What follows belongs to an exercise in optimizing a design on an open flow for small area, a short achievable clock period and few clock cycles per item; a production flow would make more cautious choices. At most, simulation tests tie the RTL to the original design; equivalence was not proved. For run 3, only the layout was checked, not whether the RTL still works.

## flow/config.mk

```make
export PLATFORM = sky130hd
export DESIGN_NAME = sub_bytes_engine
export DESIGN_NICKNAME = sub_bytes_engine
export VERILOG_FILES = /design/flow/design.v
export SDC_FILE = /design/flow/constraint.sdc
export NUM_CORES = 4
export LEC_CHECK = 0
export CAP_MARGIN = 20
export CORE_MARGIN = 2
export CORE_UTILIZATION = 60
export SETUP_SLACK_MARGIN = 3.85
export SLEW_MARGIN = 20
export SYNTH_HIERARCHICAL = 1
export SYNTH_MINIMUM_KEEP_SIZE = 0
```

## flow/constraint.sdc

```tcl
create_clock -name core_clock -period 7.5 [get_ports {clk}]
set_input_delay 1.5000 -clock core_clock [delete_from_list [all_inputs] [get_ports {clk}]]
set_output_delay 1.5000 -clock core_clock [all_outputs]
set_load 0.01 [all_outputs]
```

## flow/design.v

```verilog
module sub_bytes_engine #(
   parameter int WORD_BYTES = 16,
   parameter int LANES      = 1,
   parameter int INVERSE_EN = 1
) (
   input  logic                    clk,
   input  logic                    rst_n,
   input  logic                    in_valid,
   output logic                    in_ready,
   input  logic [8*WORD_BYTES-1:0] in_data,
   input  logic                    in_inv,
   output logic                    out_valid,
   input  logic                    out_ready,
   output logic [8*WORD_BYTES-1:0] out_data,
   output logic                    busy
);
   logic                    v1_q, v2_q;
   logic                    inv1_q, inv2_q;
   logic                    in_inv_e;
   logic                    en;
   logic [8*WORD_BYTES-1:0] s1_d, s1_q;
   logic [8*WORD_BYTES-1:0] s2_d, s2_q;
   assign in_inv_e = in_inv & (INVERSE_EN != 0);
   for (genvar i = 0; i < WORD_BYTES; i++) begin : g_byte
      sb_s01 u_s01 (.si(in_data[8*i +: 8]), .inv(in_inv_e), .so(s1_d[8*i +: 8]));
      sb_s14 u_s14 (.si(s1_q[8*i +: 8]), .inv(1'b0), .so(s2_d[8*i +: 8]));
      sb_s45 u_s45 (.si(s2_q[8*i +: 8]), .inv(inv2_q), .so(out_data[8*i +: 8]));
   end
   assign en        = ~v2_q | out_ready;
   sb_ready u_ready (.full(v2_q), .taken(out_ready), .ready(in_ready));
   assign out_valid = v2_q;
   assign busy      = v1_q | v2_q;
   always_ff @(posedge clk or negedge rst_n) begin
      if (!rst_n) begin
         v1_q <= 1'b0;
         v2_q <= 1'b0;
      end else if (en) begin
         v1_q <= in_valid;
         v2_q <= v1_q;
      end
   end
   always_ff @(posedge clk) begin
      if (en) begin
         inv1_q <= in_inv_e;
         s1_q   <= s1_d;
         inv2_q <= inv1_q;
         s2_q   <= s2_d;
      end
   end
endmodule
module sb_ready(input logic full, input logic taken, output logic ready);
   assign ready = ~full | taken;
endmodule
module sb_s01(si, inv, so);
  input [7:0] si;
  wire [7:0] si;
  input inv;
  wire inv;
  output [7:0] so;
  wire [7:0] so;
  wire _00_;
  wire _01_;
  wire _02_;
  wire _03_;
  wire _04_;
  wire _05_;
  wire _06_;
  wire _07_;
  wire _08_;
  wire _09_;
  wire _10_;
  wire _11_;
  wire _12_;
  wire _13_;
  wire _14_;
  wire _15_;
  wire _16_;
  wire _17_;
  wire _18_;
  wire _19_;
  wire _20_;
  wire _21_;
  wire _22_;
  wire _23_;
  wire _24_;
  wire _25_;
  wire _26_;
  wire _27_;
  wire _28_;
  wire _29_;
  wire _30_;
  wire _31_;
  c_clkinv_1 _32_ (
    .A(inv),
    .Y(_00_)
  );
  c_xor2_1 _33_ (
    .A(si[0]),
    .B(si[7]),
    .X(_01_)
  );
  c_xnor2_1 _34_ (
    .A(si[6]),
    .B(_01_),
    .Y(_02_)
  );
  c_xnor2_1 _35_ (
    .A(si[0]),
    .B(si[4]),
    .Y(_03_)
  );
  c_clkinv_1 _36_ (
    .A(si[5]),
    .Y(_04_)
  );
  c_xor2_1 _37_ (
    .A(si[6]),
    .B(si[2]),
    .X(_05_)
  );
  c_xor2_1 _38_ (
    .A(_04_),
    .B(_05_),
    .X(_06_)
  );
  c_a21oi_1 _39_ (
    .A1(_06_),
    .A2(_03_),
    .B1(inv),
    .Y(_07_)
  );
  c_o21ai_0 _40_ (
    .A1(_03_),
    .A2(_06_),
    .B1(_07_),
    .Y(_08_)
  );
  c_o21ai_0 _41_ (
    .A1(_00_),
    .A2(_02_),
    .B1(_08_),
    .Y(so[6])
  );
  c_xnor2_1 _42_ (
    .A(si[1]),
    .B(si[3]),
    .Y(_09_)
  );
  c_xnor2_1 _43_ (
    .A(_03_),
    .B(_09_),
    .Y(_10_)
  );
  c_nand2_1 _44_ (
    .A(_10_),
    .B(inv),
    .Y(_11_)
  );
  c_o21ai_0 _45_ (
    .A1(inv),
    .A2(_09_),
    .B1(_11_),
    .Y(_12_)
  );
  c_xor2_1 _46_ (
    .A(_01_),
    .B(_12_),
    .X(so[5])
  );
  c_xor2_1 _47_ (
    .A(si[7]),
    .B(si[2]),
    .X(_13_)
  );
  c_xnor2_1 _48_ (
    .A(si[7]),
    .B(si[1]),
    .Y(_14_)
  );
  c_xnor2_1 _49_ (
    .A(_03_),
    .B(_14_),
    .Y(_15_)
  );
  c_clkinv_1 _50_ (
    .A(_15_),
    .Y(_16_)
  );
  c_nand2_1 _51_ (
    .A(_09_),
    .B(inv),
    .Y(_17_)
  );
  c_o21ai_0 _52_ (
    .A1(inv),
    .A2(_16_),
    .B1(_17_),
    .Y(_18_)
  );
  c_xnor2_1 _53_ (
    .A(_05_),
    .B(_18_),
    .Y(so[2])
  );
  c_nand2_1 _54_ (
    .A(so[2]),
    .B(_00_),
    .Y(_19_)
  );
  c_nand2_1 _55_ (
    .A(_19_),
    .B(_17_),
    .Y(_20_)
  );
  c_xor2_1 _56_ (
    .A(_13_),
    .B(_20_),
    .X(so[4])
  );
  c_nand2_1 _57_ (
    .A(_14_),
    .B(inv),
    .Y(_21_)
  );
  c_o21ai_0 _58_ (
    .A1(inv),
    .A2(_10_),
    .B1(_21_),
    .Y(so[3])
  );
  c_nand2_1 _59_ (
    .A(_16_),
    .B(si[5]),
    .Y(_22_)
  );
  c_nand2_1 _60_ (
    .A(_15_),
    .B(_04_),
    .Y(_23_)
  );
  c_clkinv_1 _61_ (
    .A(_09_),
    .Y(_24_)
  );
  c_nand2_1 _62_ (
    .A(_02_),
    .B(_24_),
    .Y(_25_)
  );
  c_nor2_1 _63_ (
    .A(_24_),
    .B(_02_),
    .Y(_26_)
  );
  c_nor2_1 _64_ (
    .A(inv),
    .B(_26_),
    .Y(_27_)
  );
  c_a32oi_1 _65_ (
    .A1(_22_),
    .A2(inv),
    .A3(_23_),
    .B1(_25_),
    .B2(_27_),
    .Y(so[7])
  );
  c_a21oi_1 _66_ (
    .A1(_01_),
    .A2(si[2]),
    .B1(inv),
    .Y(_28_)
  );
  c_o21ai_0 _67_ (
    .A1(si[2]),
    .A2(_01_),
    .B1(_28_),
    .Y(_29_)
  );
  c_o21ai_0 _68_ (
    .A1(_00_),
    .A2(_06_),
    .B1(_29_),
    .Y(so[1])
  );
  c_nand2_1 _69_ (
    .A(inv),
    .B(si[1]),
    .Y(_30_)
  );
  c_nand2_1 _70_ (
    .A(_29_),
    .B(_30_),
    .Y(_31_)
  );
  c_xor2_1 _71_ (
    .A(_24_),
    .B(_31_),
    .X(so[0])
  );
endmodule
module sb_s14(si, inv, so);
  input [7:0] si;
  wire [7:0] si;
  input inv;
  wire inv;
  output [7:0] so;
  wire [7:0] so;
  wire _000_;
  wire _001_;
  wire _002_;
  wire _003_;
  wire _004_;
  wire _005_;
  wire _006_;
  wire _007_;
  wire _008_;
  wire _009_;
  wire _010_;
  wire _011_;
  wire _012_;
  wire _013_;
  wire _014_;
  wire _015_;
  wire _016_;
  wire _017_;
  wire _018_;
  wire _019_;
  wire _020_;
  wire _021_;
  wire _022_;
  wire _023_;
  wire _024_;
  wire _025_;
  wire _026_;
  wire _027_;
  wire _028_;
  wire _029_;
  wire _030_;
  wire _031_;
  wire _032_;
  wire _033_;
  wire _034_;
  wire _035_;
  wire _036_;
  wire _037_;
  wire _038_;
  wire _039_;
  wire _040_;
  wire _041_;
  wire _042_;
  wire _043_;
  wire _044_;
  wire _045_;
  wire _046_;
  wire _047_;
  wire _048_;
  wire _049_;
  wire _050_;
  wire _051_;
  wire _052_;
  wire _053_;
  wire _054_;
  wire _055_;
  wire _056_;
  wire _057_;
  wire _058_;
  wire _059_;
  wire _060_;
  wire _061_;
  wire _062_;
  wire _063_;
  wire _064_;
  wire _065_;
  wire _066_;
  wire _067_;
  wire _068_;
  wire _069_;
  wire _070_;
  wire _071_;
  wire _072_;
  wire _073_;
  wire _074_;
  wire _075_;
  wire _076_;
  wire _077_;
  wire _078_;
  wire _079_;
  wire _080_;
  wire _081_;
  wire _082_;
  wire _083_;
  wire _084_;
  wire _085_;
  wire _086_;
  wire _087_;
  wire _088_;
  wire _089_;
  wire _090_;
  wire _091_;
  wire _092_;
  wire _093_;
  wire _094_;
  wire _095_;
  wire _096_;
  wire _097_;
  wire _098_;
  wire _099_;
  wire _100_;
  wire _101_;
  wire _102_;
  wire _103_;
  wire _104_;
  wire _105_;
  wire _106_;
  wire _107_;
  wire _108_;
  wire _109_;
  wire _110_;
  wire _111_;
  wire _112_;
  wire _113_;
  wire _114_;
  wire _115_;
  c_xor2_1 _116_ (
    .A(si[0]),
    .B(si[2]),
    .X(_033_)
  );
  c_xor2_1 _117_ (
    .A(si[4]),
    .B(si[6]),
    .X(_034_)
  );
  c_nand2_1 _118_ (
    .A(_033_),
    .B(_034_),
    .Y(_035_)
  );
  c_xor2_1 _119_ (
    .A(si[3]),
    .B(si[1]),
    .X(_036_)
  );
  c_xor2_1 _120_ (
    .A(si[7]),
    .B(si[5]),
    .X(_037_)
  );
  c_nand2_1 _121_ (
    .A(_036_),
    .B(_037_),
    .Y(_038_)
  );
  c_xor2_1 _122_ (
    .A(_035_),
    .B(_038_),
    .X(_039_)
  );
  c_nor2_1 _123_ (
    .A(si[7]),
    .B(si[3]),
    .Y(_040_)
  );
  c_clkinv_1 _124_ (
    .A(si[7]),
    .Y(_041_)
  );
  c_clkinv_1 _125_ (
    .A(si[3]),
    .Y(_042_)
  );
  c_nor2_1 _126_ (
    .A(_041_),
    .B(_042_),
    .Y(_043_)
  );
  c_nor2_1 _127_ (
    .A(_040_),
    .B(_043_),
    .Y(_044_)
  );
  c_clkinv_1 _128_ (
    .A(si[4]),
    .Y(_045_)
  );
  c_clkinv_1 _129_ (
    .A(si[0]),
    .Y(_046_)
  );
  c_nor2_1 _130_ (
    .A(_045_),
    .B(_046_),
    .Y(_047_)
  );
  c_nor2_1 _131_ (
    .A(si[5]),
    .B(si[1]),
    .Y(_048_)
  );
  c_clkinv_1 _132_ (
    .A(si[1]),
    .Y(_049_)
  );
  c_nand2_1 _133_ (
    .A(_046_),
    .B(_049_),
    .Y(_050_)
  );
  c_clkinv_1 _134_ (
    .A(si[5]),
    .Y(_051_)
  );
  c_nand2_1 _135_ (
    .A(_045_),
    .B(_051_),
    .Y(_052_)
  );
  c_nand2_1 _136_ (
    .A(si[0]),
    .B(si[1]),
    .Y(_053_)
  );
  c_nand3_1 _137_ (
    .A(_050_),
    .B(_052_),
    .C(_053_),
    .Y(_054_)
  );
  c_a21oi_1 _138_ (
    .A1(si[4]),
    .A2(si[5]),
    .B1(_054_),
    .Y(_055_)
  );
  c_nor2_1 _139_ (
    .A(_047_),
    .B(_055_),
    .Y(_056_)
  );
  c_a21oi_1 _140_ (
    .A1(_047_),
    .A2(_048_),
    .B1(_056_),
    .Y(_057_)
  );
  c_xor2_1 _141_ (
    .A(_044_),
    .B(_057_),
    .X(_058_)
  );
  c_xor2_1 _142_ (
    .A(_039_),
    .B(_058_),
    .X(_059_)
  );
  c_xor2_1 _143_ (
    .A(si[6]),
    .B(si[2]),
    .X(_060_)
  );
  c_nor2_1 _144_ (
    .A(_051_),
    .B(_049_),
    .Y(_061_)
  );
  c_nor2_1 _145_ (
    .A(_048_),
    .B(_061_),
    .Y(_062_)
  );
  c_xnor2_1 _146_ (
    .A(_060_),
    .B(_062_),
    .Y(_063_)
  );
  c_xor2_1 _147_ (
    .A(si[3]),
    .B(si[2]),
    .X(_064_)
  );
  c_xor2_1 _148_ (
    .A(si[7]),
    .B(si[6]),
    .X(_065_)
  );
  c_nand2_1 _149_ (
    .A(_064_),
    .B(_065_),
    .Y(_066_)
  );
  c_xor2_1 _150_ (
    .A(_043_),
    .B(_066_),
    .X(_067_)
  );
  c_xor2_1 _151_ (
    .A(_063_),
    .B(_067_),
    .X(_068_)
  );
  c_xnor2_1 _152_ (
    .A(_036_),
    .B(_033_),
    .Y(_069_)
  );
  c_xnor2_1 _153_ (
    .A(_034_),
    .B(_037_),
    .Y(_070_)
  );
  c_nor2_1 _154_ (
    .A(_069_),
    .B(_070_),
    .Y(_071_)
  );
  c_xnor2_1 _155_ (
    .A(_035_),
    .B(_071_),
    .Y(_072_)
  );
  c_xor2_1 _156_ (
    .A(_068_),
    .B(_072_),
    .X(_073_)
  );
  c_clkinv_1 _157_ (
    .A(_073_),
    .Y(_074_)
  );
  c_xor2_1 _158_ (
    .A(_061_),
    .B(_055_),
    .X(_075_)
  );
  c_xnor2_1 _159_ (
    .A(_060_),
    .B(_075_),
    .Y(_076_)
  );
  c_xnor2_1 _160_ (
    .A(_076_),
    .B(_072_),
    .Y(_077_)
  );
  c_o21ai_0 _161_ (
    .A1(_059_),
    .A2(_074_),
    .B1(_077_),
    .Y(_078_)
  );
  c_nor2_1 _162_ (
    .A(si[4]),
    .B(si[0]),
    .Y(_079_)
  );
  c_nor2_1 _163_ (
    .A(_079_),
    .B(_047_),
    .Y(_080_)
  );
  c_xnor2_1 _164_ (
    .A(_044_),
    .B(_062_),
    .Y(_081_)
  );
  c_xor2_1 _165_ (
    .A(_080_),
    .B(_081_),
    .X(_082_)
  );
  c_nand2_1 _166_ (
    .A(si[6]),
    .B(si[2]),
    .Y(_083_)
  );
  c_nor2_1 _167_ (
    .A(_083_),
    .B(_040_),
    .Y(_084_)
  );
  c_a31oi_1 _168_ (
    .A1(_065_),
    .A2(_064_),
    .A3(_083_),
    .B1(_084_),
    .Y(_085_)
  );
  c_xor2_1 _169_ (
    .A(_085_),
    .B(_039_),
    .X(_086_)
  );
  c_or2_2 _170_ (
    .A(_082_),
    .B(_086_),
    .X(_087_)
  );
  c_nand2_1 _171_ (
    .A(_086_),
    .B(_082_),
    .Y(_088_)
  );
  c_nand2_1 _172_ (
    .A(_087_),
    .B(_088_),
    .Y(_089_)
  );
  c_clkinv_1 _173_ (
    .A(_089_),
    .Y(_090_)
  );
  c_nand2_1 _174_ (
    .A(_078_),
    .B(_090_),
    .Y(_091_)
  );
  c_nor2_1 _175_ (
    .A(_059_),
    .B(_090_),
    .Y(_092_)
  );
  c_nand2_1 _176_ (
    .A(_077_),
    .B(_073_),
    .Y(_093_)
  );
  c_nand2_1 _177_ (
    .A(_092_),
    .B(_093_),
    .Y(_094_)
  );
  c_nand2_1 _178_ (
    .A(_091_),
    .B(_094_),
    .Y(_095_)
  );
  c_clkinv_1 _179_ (
    .A(_095_),
    .Y(_096_)
  );
  c_nand2_1 _180_ (
    .A(_096_),
    .B(si[2]),
    .Y(_097_)
  );
  c_xor2_1 _181_ (
    .A(_093_),
    .B(_092_),
    .X(_098_)
  );
  c_nand2_1 _182_ (
    .A(_098_),
    .B(_077_),
    .Y(_099_)
  );
  c_nand2_1 _183_ (
    .A(_099_),
    .B(_096_),
    .Y(_100_)
  );
  c_or2_2 _184_ (
    .A(_059_),
    .B(_077_),
    .X(_101_)
  );
  c_nand3_1 _185_ (
    .A(_100_),
    .B(_064_),
    .C(_101_),
    .Y(_102_)
  );
  c_xor2_1 _186_ (
    .A(_097_),
    .B(_102_),
    .X(_103_)
  );
  c_nand2_1 _187_ (
    .A(_077_),
    .B(_089_),
    .Y(_104_)
  );
  c_nand2_1 _188_ (
    .A(_104_),
    .B(_073_),
    .Y(_105_)
  );
  c_nand2_1 _189_ (
    .A(_105_),
    .B(_059_),
    .Y(_106_)
  );
  c_nand2_1 _190_ (
    .A(_094_),
    .B(_106_),
    .Y(_107_)
  );
  c_clkinv_1 _191_ (
    .A(_107_),
    .Y(_108_)
  );
  c_nand2_1 _192_ (
    .A(_108_),
    .B(_095_),
    .Y(_109_)
  );
  c_o21ai_0 _193_ (
    .A1(_095_),
    .A2(_106_),
    .B1(_109_),
    .Y(_110_)
  );
  c_nand2_1 _194_ (
    .A(_110_),
    .B(_033_),
    .Y(_111_)
  );
  c_nand2_1 _195_ (
    .A(_098_),
    .B(_073_),
    .Y(_112_)
  );
  c_nand2_1 _196_ (
    .A(_074_),
    .B(_089_),
    .Y(_113_)
  );
  c_nand2_1 _197_ (
    .A(_112_),
    .B(_113_),
    .Y(_114_)
  );
  c_nand2_1 _198_ (
    .A(_099_),
    .B(_101_),
    .Y(_115_)
  );
  c_xnor2_1 _199_ (
    .A(_114_),
    .B(_115_),
    .Y(_000_)
  );
  c_clkinv_1 _200_ (
    .A(_000_),
    .Y(_001_)
  );
  c_nand2_1 _201_ (
    .A(_001_),
    .B(_036_),
    .Y(_002_)
  );
  c_xor2_1 _202_ (
    .A(_111_),
    .B(_002_),
    .X(_003_)
  );
  c_xor2_1 _203_ (
    .A(_103_),
    .B(_003_),
    .X(so[6])
  );
  c_nand2_1 _204_ (
    .A(_108_),
    .B(si[0]),
    .Y(_004_)
  );
  c_nand2_1 _205_ (
    .A(_112_),
    .B(_108_),
    .Y(_005_)
  );
  c_nand4_1 _206_ (
    .A(_005_),
    .B(_113_),
    .C(_053_),
    .D(_050_),
    .Y(_006_)
  );
  c_xor2_1 _207_ (
    .A(_004_),
    .B(_006_),
    .X(_007_)
  );
  c_xor2_1 _208_ (
    .A(_007_),
    .B(_003_),
    .X(so[4])
  );
  c_nand2_1 _209_ (
    .A(_096_),
    .B(si[6]),
    .Y(_008_)
  );
  c_nand3_1 _210_ (
    .A(_100_),
    .B(_065_),
    .C(_101_),
    .Y(_009_)
  );
  c_xor2_1 _211_ (
    .A(_008_),
    .B(_009_),
    .X(_010_)
  );
  c_nand2_1 _212_ (
    .A(_110_),
    .B(_034_),
    .Y(_011_)
  );
  c_nand2_1 _213_ (
    .A(_001_),
    .B(_037_),
    .Y(_012_)
  );
  c_xor2_1 _214_ (
    .A(_011_),
    .B(_012_),
    .X(_013_)
  );
  c_xor2_1 _215_ (
    .A(_010_),
    .B(_013_),
    .X(so[2])
  );
  c_nand2_1 _216_ (
    .A(_108_),
    .B(si[4]),
    .Y(_014_)
  );
  c_nand2_1 _217_ (
    .A(si[4]),
    .B(si[5]),
    .Y(_015_)
  );
  c_nand4_1 _218_ (
    .A(_005_),
    .B(_113_),
    .C(_015_),
    .D(_052_),
    .Y(_016_)
  );
  c_xor2_1 _219_ (
    .A(_014_),
    .B(_016_),
    .X(_017_)
  );
  c_xor2_1 _220_ (
    .A(_017_),
    .B(_013_),
    .X(so[0])
  );
  c_a22oi_1 _221_ (
    .A1(_090_),
    .A2(_059_),
    .B1(_078_),
    .B2(_105_),
    .Y(_018_)
  );
  c_clkinv_1 _222_ (
    .A(_070_),
    .Y(_019_)
  );
  c_nand2_1 _223_ (
    .A(_018_),
    .B(_019_),
    .Y(_020_)
  );
  c_xor2_1 _224_ (
    .A(_020_),
    .B(_011_),
    .X(_021_)
  );
  c_nor2_1 _225_ (
    .A(_041_),
    .B(_115_),
    .Y(_022_)
  );
  c_xor2_1 _226_ (
    .A(_009_),
    .B(_022_),
    .X(_023_)
  );
  c_xnor2_1 _227_ (
    .A(_021_),
    .B(_023_),
    .Y(so[3])
  );
  c_nor2_1 _228_ (
    .A(_051_),
    .B(_114_),
    .Y(_024_)
  );
  c_xnor2_1 _229_ (
    .A(_024_),
    .B(_016_),
    .Y(_025_)
  );
  c_xor2_1 _230_ (
    .A(_021_),
    .B(_025_),
    .X(so[1])
  );
  c_clkinv_1 _231_ (
    .A(_069_),
    .Y(_026_)
  );
  c_nand2_1 _232_ (
    .A(_018_),
    .B(_026_),
    .Y(_027_)
  );
  c_xor2_1 _233_ (
    .A(_027_),
    .B(_111_),
    .X(_028_)
  );
  c_nor2_1 _234_ (
    .A(_042_),
    .B(_115_),
    .Y(_029_)
  );
  c_xor2_1 _235_ (
    .A(_102_),
    .B(_029_),
    .X(_030_)
  );
  c_xnor2_1 _236_ (
    .A(_028_),
    .B(_030_),
    .Y(so[7])
  );
  c_nor2_1 _237_ (
    .A(_049_),
    .B(_114_),
    .Y(_031_)
  );
  c_xnor2_1 _238_ (
    .A(_031_),
    .B(_006_),
    .Y(_032_)
  );
  c_xor2_1 _239_ (
    .A(_028_),
    .B(_032_),
    .X(so[5])
  );
endmodule
module sb_s45(si, inv, so);
  input [7:0] si;
  wire [7:0] si;
  input inv;
  wire inv;
  output [7:0] so;
  wire [7:0] so;
  wire _00_;
  wire _01_;
  wire _02_;
  wire _03_;
  wire _04_;
  wire _05_;
  wire _06_;
  wire _07_;
  wire _08_;
  wire _09_;
  wire _10_;
  wire _11_;
  wire _12_;
  wire _13_;
  wire _14_;
  wire _15_;
  wire _16_;
  wire _17_;
  wire _18_;
  wire _19_;
  wire _20_;
  wire _21_;
  wire _22_;
  wire _23_;
  wire _24_;
  wire _25_;
  wire _26_;
  wire _27_;
  wire _28_;
  wire _29_;
  wire _30_;
  wire _31_;
  wire _32_;
  wire _33_;
  wire _34_;
  c_clkinv_1 _35_ (
    .A(si[5]),
    .Y(_00_)
  );
  c_or2_2 _36_ (
    .A(si[7]),
    .B(_00_),
    .X(_01_)
  );
  c_nand2_1 _37_ (
    .A(_00_),
    .B(si[7]),
    .Y(_02_)
  );
  c_nand2_1 _38_ (
    .A(_01_),
    .B(_02_),
    .Y(_03_)
  );
  c_clkinv_1 _39_ (
    .A(_03_),
    .Y(_04_)
  );
  c_xor2_1 _40_ (
    .A(si[1]),
    .B(si[3]),
    .X(_05_)
  );
  c_xor2_1 _41_ (
    .A(si[2]),
    .B(si[6]),
    .X(_06_)
  );
  c_xnor2_1 _42_ (
    .A(_05_),
    .B(_06_),
    .Y(_07_)
  );
  c_clkinv_1 _43_ (
    .A(inv),
    .Y(_08_)
  );
  c_nand2_1 _44_ (
    .A(_07_),
    .B(_08_),
    .Y(_09_)
  );
  c_xor2_1 _45_ (
    .A(_04_),
    .B(_09_),
    .X(so[6])
  );
  c_xor2_1 _46_ (
    .A(si[7]),
    .B(si[6]),
    .X(_10_)
  );
  c_xor2_1 _47_ (
    .A(si[5]),
    .B(si[4]),
    .X(_11_)
  );
  c_xor2_1 _48_ (
    .A(si[2]),
    .B(si[0]),
    .X(_12_)
  );
  c_xor2_1 _49_ (
    .A(_11_),
    .B(_12_),
    .X(_13_)
  );
  c_nand2_1 _50_ (
    .A(_05_),
    .B(inv),
    .Y(_14_)
  );
  c_o21ai_0 _51_ (
    .A1(inv),
    .A2(_13_),
    .B1(_14_),
    .Y(_15_)
  );
  c_xor2_1 _52_ (
    .A(_10_),
    .B(_15_),
    .X(so[5])
  );
  c_xnor2_1 _53_ (
    .A(_05_),
    .B(_10_),
    .Y(_16_)
  );
  c_nand2_1 _54_ (
    .A(_12_),
    .B(inv),
    .Y(_17_)
  );
  c_o21ai_0 _55_ (
    .A1(inv),
    .A2(_16_),
    .B1(_17_),
    .Y(_18_)
  );
  c_xor2_1 _56_ (
    .A(_11_),
    .B(_18_),
    .X(so[7])
  );
  c_xnor2_1 _57_ (
    .A(si[3]),
    .B(si[0]),
    .Y(_19_)
  );
  c_xor2_1 _58_ (
    .A(si[2]),
    .B(si[4]),
    .X(_20_)
  );
  c_nand2_1 _59_ (
    .A(_00_),
    .B(_08_),
    .Y(_21_)
  );
  c_o21ai_0 _60_ (
    .A1(_08_),
    .A2(_20_),
    .B1(_21_),
    .Y(_22_)
  );
  c_xor2_1 _61_ (
    .A(_19_),
    .B(_22_),
    .X(so[4])
  );
  c_xnor2_1 _62_ (
    .A(si[3]),
    .B(si[4]),
    .Y(_23_)
  );
  c_a21oi_1 _63_ (
    .A1(_04_),
    .A2(_23_),
    .B1(_08_),
    .Y(_24_)
  );
  c_o21ai_0 _64_ (
    .A1(_04_),
    .A2(_23_),
    .B1(_24_),
    .Y(_25_)
  );
  c_nand2_1 _65_ (
    .A(_08_),
    .B(si[0]),
    .Y(_26_)
  );
  c_nand2_1 _66_ (
    .A(_25_),
    .B(_26_),
    .Y(so[3])
  );
  c_nand2_1 _67_ (
    .A(si[5]),
    .B(inv),
    .Y(_27_)
  );
  c_o21ai_0 _68_ (
    .A1(inv),
    .A2(_23_),
    .B1(_27_),
    .Y(_28_)
  );
  c_xor2_1 _69_ (
    .A(si[0]),
    .B(_28_),
    .X(so[2])
  );
  c_nand2_1 _70_ (
    .A(_19_),
    .B(inv),
    .Y(_29_)
  );
  c_nand2_1 _71_ (
    .A(_08_),
    .B(si[6]),
    .Y(_30_)
  );
  c_nand2_1 _72_ (
    .A(_29_),
    .B(_30_),
    .Y(_31_)
  );
  c_xnor2_1 _73_ (
    .A(si[1]),
    .B(si[4]),
    .Y(_32_)
  );
  c_xor2_1 _74_ (
    .A(_32_),
    .B(_03_),
    .X(_33_)
  );
  c_xor2_1 _75_ (
    .A(_31_),
    .B(_33_),
    .X(so[1])
  );
  c_o21ai_0 _76_ (
    .A1(_08_),
    .A2(si[1]),
    .B1(_30_),
    .Y(_34_)
  );
  c_xnor2_1 _77_ (
    .A(_34_),
    .B(_20_),
    .Y(so[0])
  );
endmodule
module c_a21oi_1(input logic A1, input logic A2, input logic B1, output logic Y);
   assign Y = (~A1&~B1) | (~A2&~B1);
endmodule
module c_a22oi_1(input logic A1, input logic A2, input logic B1, input logic B2, output logic Y);
   assign Y = (~A1&~B1) | (~A1&~B2) | (~A2&~B1) | (~A2&~B2);
endmodule
module c_a31oi_1(input logic A1, input logic A2, input logic A3, input logic B1, output logic Y);
   assign Y = (~A1&~B1) | (~A2&~B1) | (~A3&~B1);
endmodule
module c_a32oi_1(input logic A1, input logic A2, input logic A3, input logic B1, input logic B2, output logic Y);
   assign Y = (~A1&~B1) | (~A1&~B2) | (~A2&~B1) | (~A3&~B1) | (~A2&~B2) | (~A3&~B2);
endmodule
module c_clkinv_1(input logic A, output logic Y);
   assign Y = (~A);
endmodule
module c_nand2_1(input logic A, input logic B, output logic Y);
   assign Y = (~A) | (~B);
endmodule
module c_nand3_1(input logic A, input logic B, input logic C, output logic Y);
   assign Y = (~A) | (~B) | (~C);
endmodule
module c_nand4_1(input logic A, input logic B, input logic C, input logic D, output logic Y);
   assign Y = (~A) | (~B) | (~C) | (~D);
endmodule
module c_nor2_1(input logic A, input logic B, output logic Y);
   assign Y = (~A&~B);
endmodule
module c_o21ai_0(input logic A1, input logic A2, input logic B1, output logic Y);
   assign Y = (~A1&~A2) | (~B1);
endmodule
module c_or2_2(input logic A, input logic B, output logic X);
   assign X = (A) | (B);
endmodule
module c_xnor2_1(input logic A, input logic B, output logic Y);
   assign Y = (~A&~B) | (A&B);
endmodule
module c_xor2_1(input logic A, input logic B, output logic X);
   assign X = (A&~B) | (~A&B);
endmodule
```

## flow/flow/run.sh

```bash
#!/bin/bash
# The standard layout, with the port buffers made from sky130_fd_sc_hd__buf_1 instead of
# the buffer that buffer_ports picks by default (a slow delay cell).
set -euo pipefail
export BUFFER_PORTS_ARGS="-buffer_cell sky130_fd_sc_hd__buf_1"
bash standard.sh finish > standard_finish.log 2>&1
```

## flow/standard.sh

```bash
#!/bin/bash
# synth_recipe.tcl (not shown) runs the flow's synth.tcl, then flattens the netlist and writes it again
# the make line also repeats each setting of config.mk as NAME=value (left out here)
make -C /OpenROAD-flow-scripts/flow DESIGN_CONFIG=/design/flow/config.mk WORK_HOME=/design/flow/orfs CLKGATE_MAP_FILE= SYNTH_SCRIPT=/design/flow/synth_recipe.tcl "${@:-finish}"
```

==> summary.txt, run 1 <==
outcome=finished clean; Filler cells=around 3.8k; Fin. Hold Viols=0; clock sink count=260; H-Tree Level Count=2; nature of the critical path endpoint=output pin; starting density of the core=between 60% and 70%; post-DP HPWL=around 48,000 µm; Crit Path Class=register to output pin; clk_skew=0.0172 ns; f_max=0.279 GHz; CTS Hold Bufs=0; Multi-input gate area=between 15,000 and 20,000 µm²; CP max FO=16; minimum hold slack=~0.42 ns; WL final=around 62,000 µm; DRT antenna net count=0; Remaining DRCs=0; share of cells above drive strength 1=under 10%; total gr overflow=0; Synth-to-Final Area Change=12.6%; die area=roughly 48,000 µm²; startpoint types=register; Diodes inserted=0; max_slew headroom=between 20% and 30%; Boundary Pins=about 260; CTS Root Cell=clkbuf_16; 1st-pass router iterations=5; synth warn=7; final RePlAce weighted congestion=approximately 0.93; Die Wd=about 220 µm; crit share post-route=around 48%; CTS buffer count=34; vias in the first global route=approximately 22k; final critical path time including I/O delays and setup=approximately 3.6 ns; Iter 0 DRT Violations=between 1k and 1.5k; worst hold path class=register to register; Max clock buf depth=3; # Max-Cap Violations=0; routed vias=roughly 23k; Port Buffers=263; post-placement cell count=between 4k and 5k; worst setup margin=3.91 ns; pin count of the biggest net entering global routing=157; Vias per Instance=5.16; DP Worst Slack=3.81 ns; Finished Layout Cells=4,520; Core Rows=between 70 and 80; Die Y=219 µm; Core Area=between 40,000 and 50,000 µm²; WL/cell=13.7 µm; first-pass GRT wire length=approximately 100,000 µm; worst-margin pin slew=around 1.1 ns; register area=7800 µm²; cell area after synthesis=27,800 µm²; Max Slew Vio Count=0; number of setup violations in the final report=0; critical path required time=roughly 6 ns; Clock transition at path regs=about 0.06 ns; unrepaired setup endpoints after global routing=true; antenna violations before repair=1; Clk Latency, worst-skew pair=0.55 ns; setup tns final=0 ns; Worst Path Arrival=around 2.1 ns; CTS tree=yes; all-layer global routing usage=between 20 and 25%; Final #Nets=between 4k and 5k; Mapped Cells=between 3k and 4k; syn nets=3,710; Avg Inst Size Synth=between 7 and 8 µm²
flip-flops by register name (all words and copies together) (netlist names):
register and count:
s1_q 128, s2_q 128, inv1_q 1, inv2_q 1, v1_q 1, v2_q 1
layer usage:
layer	vias to the layer above	GRT usage (%)	routed length, µm	share of wire [%]
met5	-	0	0	0
met1	10700	30.8	27100	44
li1	11900	-	-	-
met4	0	7.52	1460	2.4
met3	119	3.22	2670	4.3
met2	514	44.7	30900	50
worst max-delay path: stages, from the launching register on:
cell and delay [ns]:
edfxtp_1 0.34, buf_4 0.13, buf_12 0.16, clkinvlp_4 0.16
o21ai_1 0.21, xor2_1 0.34, buf_1 0.19
through the flow:
step	utilization [%]	area, µm²
3_5_place_dp	65.3	29700
4_1_cts	67.8	30900
3_3_place_gp	65.3	29700
5_1_grt	68.8	31300
2_1_floorplan	-	27900
6_report	68.8	31300
placed cells by master (no fill, tap or decap), drive strengths merged, types with 48 or more instances in the layout:
| cell | count |
|---|---|
| o21ai | 240 |
| xor2 | 864 |
| nor2 | 304 |
| nand2 | 928 |
| a21oi | 80 |
| buf | 275 |
| xnor2 | 400 |
| edfxtp | 258 |
| or2 | 49 |
| nand3 | 48 |
| inv | 317 |
final timing paths:
check	from	end	slack (ns)	depth (start not counted)
setup reg to reg	s1_q[122]	s2_q[122]	4.11	16
hold reg to reg	inv1_q	inv2_q	0.42	0
min in group asynchronous	rst_n	v2_q	0.74	1
max in group asynchronous	rst_n	v1_q	6.63	1
setup / recovery	inv2_q	out_data[12]	3.91	6
hold / removal	inv1_q	inv2_q	0.42	0
repair_timing:
action | in CTS | in global routing
gates cloned | 1 | 3
hold endpoints to repair | 0 | 0
endpoints found under the setup margin | 98 | 85
pin swaps | 0 | 0
buffers inserted | 3 | 9
gates resized for setup | 6 | 47
cell type report:
cell class / instances / share of cell area [%]
Clock inverter: 21 / 0.563
Inverter: 320 / 3.89
Clock buffer: 38 / 2.83
Timing Repair Buffer: 284 / 4.11
Tap cell: 600 / 2.40
Sequential cell: 260 / 24.9
Multi-Input combinational cell: 2997 / 61.3
Testbench counts, summed over its fixed seeds: cycles 1,616, items 1,600.
==> run 2: changes to the inputs <==
--- a/flow/config.mk
+++ b/flow/config.mk
@@ -8,7 +8,7 @@
 export CAP_MARGIN = 20
 export CORE_MARGIN = 2
 export CORE_UTILIZATION = 60
-export SETUP_SLACK_MARGIN = 3.85
+export SETUP_SLACK_MARGIN = 3.75
 export SLEW_MARGIN = 20
 export SYNTH_HIERARCHICAL = 1
 export SYNTH_MINIMUM_KEEP_SIZE = 0
==> run 2 against run 1 <==
Compared with the run above: core utilization is 0.96 points lower; global-route usage is 0.24 points lower; still clean on timing, DRC and antenna; die area stayed put; maximum frequency is 2.5% lower.
==> summary.txt, run 2 <==
outcome=finished clean; startpoint types=register; Port Buffers=263 (unchanged); worst hold path class=register to register; DRT antenna net count=0 (unchanged); Worst setup endpoint=out_data[34]; Critical R2R Capture=s2_q[0]; final critical path time including I/O delays and setup=3.68 ns (+0.0913 ns); path depth of the worst reg2reg path=16 (unchanged); Crit Path Class=register to output pin; crit share post-route=49.1% (+1.2 points); clock sink count=260 (unchanged); Final #Nets=4,018 (-0.30%); DP Worst Slack=3.81 ns (unchanged); total gr overflow=0 (unchanged); nature of the critical path endpoint=output pin; Remaining DRCs=0 (unchanged); Core Area=45,600 µm² (unchanged); 1st-pass router iterations=5 (unchanged); CTS Root Cell=clkbuf_16; routed vias=23.2k (-0.46%); commonest non-fill, non-tap cell in the layout=nand2_1; all-layer global routing usage=24.6% (-0.24 points); Reg-to-Reg Start=s1_q[2]; CP max FO=48 (+32); Vias per Instance=5.15 (-0.19%); f_max=0.272 GHz (-2.5%); H-Tree Level Count=2 (unchanged); biggest regs=s1_q: 128 flops, s2_q: 128 flops; Die Wd=219 µm (unchanged); Boundary Pins=264 (unchanged); vias in the first global route=22.2k (-0.27%); post-DP HPWL=48,200 µm (unchanged); clk_skew=0.0154 ns (-0.00184 ns); Synth-to-Final Area Change=11.1%; Iter 0 DRT Violations=1,200 (-0.41%); Filler cells=3,869 (+1.2%); first-pass GRT wire length=99,100 µm (-0.75%); die area=48,100 µm² (unchanged); Fin. Hold Viols=0 (unchanged); Die Y=219 µm (unchanged); Worst Path Arrival=2.18 ns (+0.09 ns); CTS buffer count=34 (unchanged); Max Slew Vio Count=0 (unchanged); CTS tree=yes; Max clock buf depth=3 (unchanged); max_slew headroom=30.0% (+0.15 points); share of cells above drive strength 1=4.61% (-1.4 points); antenna violations before repair=0 (-1); Clock transition at path regs=0.06 ns (about the same); worst-margin pin slew=1.05 ns (-0.00218 ns); # Max-Cap Violations=0 (unchanged); register area=7800 µm² (unchanged); Multi-input gate area=19,000 µm² (-1.3%); WL/cell=13.6 µm (-1.2%); setup tns final=0 ns (unchanged); Core Rows=78 (unchanged); Mapped Cells=3,577 (unchanged); number of setup violations in the final report=0 (unchanged); cell area after synthesis=27,800 µm² (unchanged); worst setup margin=3.82 ns (-0.0913 ns); unrepaired setup endpoints after global routing=true; syn nets=3,710 (unchanged); Avg Inst Size Synth=7.78 µm² (unchanged); Clk Latency, worst-skew pair=0.55 ns (about the same); CP startpoint=inv2_q; synth warn=7 (unchanged); pin count of the biggest net entering global routing=157 (unchanged); final RePlAce weighted congestion=0.934 (unchanged); commonest non-fill, non-tap cells in the layout=928 x nand2_1, 846 x xor2_1, 399 x xnor2_1; Diodes inserted=0 (unchanged); reg2reg setup slack=4.06 ns (-0.05 ns); WL final=61,200 µm (-1.5%); critical path required time=6.00 ns (about the same); starting density of the core=61.1% (unchanged)
run 2: per-layer routing:
metal / wire length (µm) / GRT usage, % / vias up
li1: - / - / 11900
met1: 26700 / 30.5 / 10600
met2: 30300 / 44.2 / 503
met3: 2700 / 3.22 / 120
met4: 1470 / 7.55 / 0
met5: 0 / 0 / -
run 2: final cells by class:
class	count	share of cell area, %
well taps	600	2.43
multi-input cells	2997	61.4
clock inverters	21	0.571
flip-flops and latches	260	25.2
inverters	320	3.90
repair buffers	272	3.63
clock buffers	38	2.87
run 2: metrics by stage:
step / std cells / cell area (µm²) / utilization [%] / hold WS (ns)
after floorplan: 3577 / 27900 / - / 0.400
after global placement: 4445 / 29700 / 65.3 / 0.410
after detailed placement: 4445 / 29700 / 65.3 / 0.428
after CTS: 4504 / 30800 / 67.6 / 0.428
after global routing: 4508 / 30900 / 67.8 / 0.452
final: 4508 / 30900 / 67.8 / 0.424
run 2: how the worst min path moves through the flow:
stage,startpoint,endpoint,slack [ns],cells past startpoint
6_report,inv1_q,inv2_q,0.42,0
3_3_place_gp,inv1_q,inv2_q,0.41,0
3_5_place_dp,inv1_q,inv2_q,0.43,0
4_1_cts,inv1_q,inv2_q,0.43,0
2_1_floorplan,inv1_q,inv2_q,0.40,0
5_1_grt,inv1_q,inv2_q,0.45,0
run 2: timing repair:
action                     in CTS  in global routing
hold buffers                    0                  0
cloned                          0                  2
gates resized for setup         3                  8
setup endpoints to repair      96                 22
buffers inserted                0                  2
run 2: worst max-delay path, cell delays in order, from the launching register on:
cell and delay, ns:
edfxtp_1 0.48, buf_4 0.19, buf_6 0.37, nand2_1 0.10, o21ai_1 0.12, xor2_1 0.17
buf_1 0.18
==> run 3: changes to the inputs <==
--- a/flow/design.v
+++ b/flow/design.v
@@ -15,7 +15,7 @@
    output logic                    busy
 );
    logic                    v1_q, v2_q;
-   logic                    inv1_q, inv2_q;
+   logic                    inv1_q, inv2_q, inv2n_q;
    logic                    in_inv_e;
    logic                    en;
    logic [8*WORD_BYTES-1:0] s1_d, s1_q;
@@ -24,7 +24,11 @@
    for (genvar i = 0; i < WORD_BYTES; i++) begin : g_byte
       sb_s01 u_s01 (.si(in_data[8*i +: 8]), .inv(in_inv_e), .so(s1_d[8*i +: 8]));
       sb_s14 u_s14 (.si(s1_q[8*i +: 8]), .inv(1'b0), .so(s2_d[8*i +: 8]));
-      sb_s45 u_s45 (.si(s2_q[8*i +: 8]), .inv(inv2_q), .so(out_data[8*i +: 8]));
+      if (i < WORD_BYTES / 2) begin : g_p
+         sb_s45 u_s45 (.si(s2_q[8*i +: 8]), .inv(inv2_q), .so(out_data[8*i +: 8]));
+      end else begin : g_n
+         sb_s45n u_s45 (.si(s2_q[8*i +: 8]), .ninv(inv2n_q), .so(out_data[8*i +: 8]));
+      end
    end
    assign en        = ~v2_q | out_ready;
    sb_ready u_ready (.full(v2_q), .taken(out_ready), .ready(in_ready));
@@ -44,6 +48,7 @@
          inv1_q <= in_inv_e;
          s1_q   <= s1_d;
          inv2_q <= inv1_q;
+         inv2n_q <= ~inv1_q;
          s2_q   <= s2_d;
       end
    end
@@ -1307,6 +1312,234 @@
     .Y(so[0])
   );
 endmodule
+module sb_s45n(si, ninv, so);
+  input [7:0] si;
+  wire [7:0] si;
+  input ninv;
+  wire ninv;
+  output [7:0] so;
+  wire [7:0] so;
+  wire _00_;
+  wire _01_;
+  wire _02_;
+  wire _03_;
+  wire _04_;
+  wire _05_;
+  wire _06_;
+  wire _07_;
+  wire _08_;
+  wire _09_;
+  wire _10_;
+  wire _11_;
+  wire _12_;
+  wire _13_;
+  wire _14_;
+  wire _15_;
+  wire _16_;
+  wire _17_;
+  wire _18_;
+  wire _19_;
+  wire _20_;
+  wire _21_;
+  wire _22_;
+  wire _23_;
+  wire _24_;
+  wire _25_;
+  wire _26_;
+  wire _27_;
+  wire _28_;
+  c_xnor2_1 _29_ (
+    .A(si[7]),
+    .B(si[5]),
+    .Y(_00_)
+  );
+  c_xor2_1 _30_ (
+    .A(si[1]),
+    .B(si[3]),
+    .X(_01_)
+  );
+  c_xor2_1 _31_ (
+    .A(si[2]),
+    .B(si[6]),
+    .X(_02_)
+  );
+  c_xnor2_1 _32_ (
+    .A(_01_),
+    .B(_02_),
+    .Y(_03_)
+  );
+  c_nand2_1 _33_ (
+    .A(_03_),
+    .B(ninv),
+    .Y(_04_)
+  );
+  c_xor2_1 _34_ (
+    .A(_00_),
+    .B(_04_),
+    .X(so[6])
+  );
+  c_xor2_1 _35_ (
+    .A(si[6]),
+    .B(si[7]),
+    .X(_05_)
+  );
+  c_clkinv_1 _36_ (
+    .A(ninv),
+    .Y(_06_)
+  );
+  c_xor2_1 _37_ (
+    .A(si[2]),
+    .B(si[0]),
+    .X(_07_)
+  );
+  c_xor2_1 _38_ (
+    .A(si[5]),
+    .B(si[4]),
+    .X(_08_)
+  );
+  c_xor2_1 _39_ (
+    .A(_07_),
+    .B(_08_),
+    .X(_09_)
+  );
+  c_nand2_1 _40_ (
+    .A(_01_),
+    .B(_06_),
+    .Y(_10_)
+  );
+  c_o21ai_0 _41_ (
+    .A1(_06_),
+    .A2(_09_),
+    .B1(_10_),
+    .Y(_11_)
+  );
+  c_xor2_1 _42_ (
+    .A(_05_),
+    .B(_11_),
+    .X(so[5])
+  );
+  c_xor2_1 _43_ (
+    .A(si[3]),
+    .B(si[0]),
+    .X(_12_)
+  );
+  c_xnor2_1 _44_ (
+    .A(si[2]),
+    .B(si[4]),
+    .Y(_13_)
+  );
+  c_nand2_1 _45_ (
+    .A(ninv),
+    .B(si[5]),
+    .Y(_14_)
+  );
+  c_o21ai_0 _46_ (
+    .A1(ninv),
+    .A2(_13_),
+    .B1(_14_),
+    .Y(_15_)
+  );
+  c_xor2_1 _47_ (
+    .A(_12_),
+    .B(_15_),
+    .X(so[4])
+  );
+  c_xnor2_1 _48_ (
+    .A(si[3]),
+    .B(si[4]),
+    .Y(_16_)
+  );
+  c_xnor2_1 _49_ (
+    .A(_00_),
+    .B(_16_),
+    .Y(_17_)
+  );
+  c_nand2_1 _50_ (
+    .A(ninv),
+    .B(si[0]),
+    .Y(_18_)
+  );
+  c_o21ai_0 _51_ (
+    .A1(ninv),
+    .A2(_17_),
+    .B1(_18_),
+    .Y(so[3])
+  );
+  c_nand2_1 _52_ (
+    .A(_06_),
+    .B(si[5]),
+    .Y(_19_)
+  );
+  c_o21ai_0 _53_ (
+    .A1(_06_),
+    .A2(_16_),
+    .B1(_19_),
+    .Y(_20_)
+  );
+  c_xor2_1 _54_ (
+    .A(si[0]),
+    .B(_20_),
+    .X(so[2])
+  );
+  c_nand2_1 _55_ (
+    .A(si[6]),
+    .B(ninv),
+    .Y(_21_)
+  );
+  c_o21ai_0 _56_ (
+    .A1(ninv),
+    .A2(_12_),
+    .B1(_21_),
+    .Y(_22_)
+  );
+  c_xnor2_1 _57_ (
+    .A(si[1]),
+    .B(si[4]),
+    .Y(_23_)
+  );
+  c_xnor2_1 _58_ (
+    .A(_00_),
+    .B(_23_),
+    .Y(_24_)
+  );
+  c_xor2_1 _59_ (
+    .A(_22_),
+    .B(_24_),
+    .X(so[1])
+  );
+  c_o21ai_0 _60_ (
+    .A1(si[1]),
+    .A2(ninv),
+    .B1(_21_),
+    .Y(_25_)
+  );
+  c_xor2_1 _61_ (
+    .A(_25_),
+    .B(_13_),
+    .X(so[0])
+  );
+  c_xnor2_1 _62_ (
+    .A(_01_),
+    .B(_05_),
+    .Y(_26_)
+  );
+  c_nand2_1 _63_ (
+    .A(_07_),
+    .B(_06_),
+    .Y(_27_)
+  );
+  c_o21ai_0 _64_ (
+    .A1(_06_),
+    .A2(_26_),
+    .B1(_27_),
+    .Y(_28_)
+  );
+  c_xor2_1 _65_ (
+    .A(_08_),
+    .B(_28_),
+    .X(so[7])
+  );
+endmodule
 module c_a21oi_1(input logic A1, input logic A2, input logic B1, output logic Y);
    assign Y = (~A1&~B1) | (~A2&~B1);
 endmodule
==> flow/flow/run.sh (replaced) <==
#!/bin/bash
# The standard layout, with the port buffers made from sky130_fd_sc_hd__buf_2 instead of
# the buffer that buffer_ports picks by default (a slow delay cell).
set -euo pipefail
export BUFFER_PORTS_ARGS="-buffer_cell sky130_fd_sc_hd__buf_2"
bash standard.sh finish > standard_finish.log 2>&1
--- a/flow/config.mk
+++ b/flow/config.mk
@@ -8,7 +8,7 @@
 export CAP_MARGIN = 20
 export CORE_MARGIN = 2
 export CORE_UTILIZATION = 60
-export SETUP_SLACK_MARGIN = 3.75
+export SETUP_SLACK_MARGIN = 3.9
 export SLEW_MARGIN = 20
 export SYNTH_HIERARCHICAL = 1
 export SYNTH_MINIMUM_KEEP_SIZE = 0
==> run 3 against run 2 <==
Compared with the run above: core utilization increased by 2.2 points; sequential share of layout area decreased by 0.66 points; global-route usage increased by 0.66 points; maximum frequency increased by 2.5%; die area decreased by 0.41%; critical path depth decreased by 1; area after synthesis decreased by 0.42%; worst setup slack improved by 0.090 ns; critical endpoint is now out_data[101]; largest cell class unchanged.
==> summary.txt, run 3 <==
Die Y=219 µm (-0.21%); die area=47,900 µm² (-0.41%); total gr overflow=0 (unchanged); routed vias=23.2k (-0.11%); antenna violations before repair=5 (+5); crit share post-route=47.9% (-1.2 points); first-pass GRT wire length=100,000 µm (+1.2%); worst-margin pin slew=0.946 ns (-0.104 ns); outcome=finished clean; max_slew headroom=36.9% (+6.9 points); CP startpoint=s2_q[96]; commonest non-fill, non-tap cell in the layout=nand2_1; unrepaired setup endpoints after global routing=true; vias in the first global route=22.2k (+0.081%); worst hold path class=register to register; starting density of the core=60.9% (-0.12 points); WL met3=3090 µm (+14%); Hold Startpoint=inv1_q; clock sink count=261 (+0.38%); reg2reg setup slack=4.08 ns (+0.02 ns); Boundary Pins=264 (unchanged); Filler cells=3,660 (-5.4%); startpoint types=register; Max Slew Vio Count=0 (unchanged); WL/cell=14.1 µm (+3.9%); Max clock buf depth=3 (unchanged); post-DP HPWL=49,300 µm (+2.1%); all-layer global routing usage=25.3% (+0.66 points); fin util=70.0% (+2.2 points); Iter 0 DRT Violations=1,341 (+12%); Avg Inst Size Synth=7.85 µm² (+0.88%); Placed Instance Area=29,800 µm² (+0.30%); Top Metal Used=met5; CTS tree=yes; syn nets=3,664 (-1.2%); met2 WL post-DR=32,100 µm (+5.8%); Remaining DRCs=0 (unchanged); Core Rows=78 (unchanged); DRT antenna net count=0 (unchanged); pin count of the biggest net entering global routing=177 (+13%); WL final=63,300 µm (+3.4%); Mapped Cells=3,531 (-1.3%); critical path required time=6.00 ns (about the same); f_max=0.278 GHz (+2.5%); Clk Latency, worst-skew pair=0.55 ns (about the same); clk_skew=0.0241 ns (+0.00867 ns); Fin. Hold Viols=0 (unchanged); Port Buffers=263 (unchanged); Crit Path Class=register to output pin; setup tns final=0 ns (unchanged); 1st-pass router iterations=6 (+1); number of setup violations in the final report=0 (unchanged); CTS Root Cell=clkbuf_16; Worst Path Arrival=2.09 ns (-0.09 ns); commonest non-fill, non-tap cells in the layout=888 x nand2_1, 794 x xor2_1, 410 x xnor2_1; Synth-to-Final Area Change=15.0%; synth warn=7 (unchanged); CP max FO=4 (-92%); Die Wd=219 µm (-0.21%); CTS buffer count=35 (+2.9%); share of cells above drive strength 1=13.3% (+8.7 points); nature of the critical path endpoint=output pin; Core Area=45,500 µm² (-0.21%); Vias per Instance=5.17 (+0.38%); biggest regs=s1_q: 128 flops, s2_q: 128 flops; Final Instance Area=31,900 µm² (+3.1%); final RePlAce weighted congestion=0.936 (+0.14%); Reg-to-Reg Start=s1_q[21]; H-Tree Level Count=2 (unchanged); Final #Nets=3,991 (-0.67%); cell area after synthesis=27,700 µm² (-0.42%); WL met1=26,500 µm (-0.45%); final critical path time including I/O delays and setup=3.59 ns (-0.0897 ns); # Max-Cap Violations=0 (unchanged); Clock transition at path regs=0.05 ns (about the same)
run 3: cell types whose count changed in the layout (fill, tap and decap cells not counted), moves of 11 or more:
cell / change
xnor2_1: +11
buf_2: +262
buf_4: +17
nand2_1: -40
inv_1: -18
xor2_2: +51
buf_1: -262
xor2_1: -52
run 3: what timing repair did:
action                                 in CTS  in global routing
pin swaps                                   0                  6
setup endpoints to repair                 102                 96
buffers inserted                            3                 16
hold buffers                                0                  0
endpoints found under the hold margin       0                  0
gates resized for setup                    12                 78
cloned                                      0                  2
run 3: layout make-up:
class	count	area, µm²	share of cell area (%)
tap	600	751	2.36
clock buffer	39	912	2.86
sequential	261	7830	24.6
clock inverter	24	274	0.860
timing repair buffer	290	1610	5.04
antenna	2	5.00	0.0157
multi-input combinational	2965	19300	60.7
inverter	305	1150	3.62
run 3: path summary, 6_finish.rpt:
check / cells after the start / end
worst max-delay path: 5 / out_data[101]
worst min-delay path: 0 / inv2_q
worst max register to register: 16 / s2_q[22]
worst min register to register: 0 / inv2_q
max in group asynchronous: 1 / v2_q
min in group asynchronous: 1 / v1_q
run 3: through the flow:
step	setup slack, ns	cells	hold WS, ns
finish	3.91	4486	0.488
global placement	3.77	4400	0.472
floorplan	3.68	3531	0.426
CTS	3.87	4466	0.493
global route	3.78	4486	0.512
detailed placement	3.73	4400	0.469
run 3: layer usage:
metal | track usage [%] | vias up
li1 | - | 11800
met1 | 30.4 | 10700
met2 | 46.4 | 562
met3 | 3.56 | 119
met4 | 7.86 | 6
met5 | 0 | -
run 3: worst max-delay path, stage by stage (launching register included):
cell,delay [ns]
edfxtp_1,0.59
xor2_1,0.36
xor2_1,0.18
o21ai_1,0.11
xor2_1,0.16
buf_2,0.15

static timing again, ports no longer ideal:
Ports are ideal in the flow. The routed layouts listed here were re-timed in OpenROAD.
Step 1 assumes that a clkbuf_16 drives the clock port and a buf_2 every other input.
Step 2 moves the port delays by t, midway between the first and last clock arrival at a register: inputs arrive t later, outputs are due t later. That takes back most of the time a late clock gives input paths.
a / b / c = no drivers / after step 1 / after step 2; a / b = the first two.
| run | t (ns) | slack for setup (ns) | slew at the worst register clock pin (ns) |
|---|---|---|---|
| run 1 | 0.595 | 3.909 / 3.851 / 3.710 | 0.06 / 0.06 |
| run 2 | 0.595 | 3.818 / 3.760 / 3.724 | 0.06 / 0.06 |
| run 3 | 0.599 | 3.908 / 3.849 / 3.807 | 0.06 / 0.06 |
After both steps setup and hold are still met in every run listed. The setup slack of run 1, which loses most, moves by -0.058 ns with the drivers and by -0.199 ns with both steps.
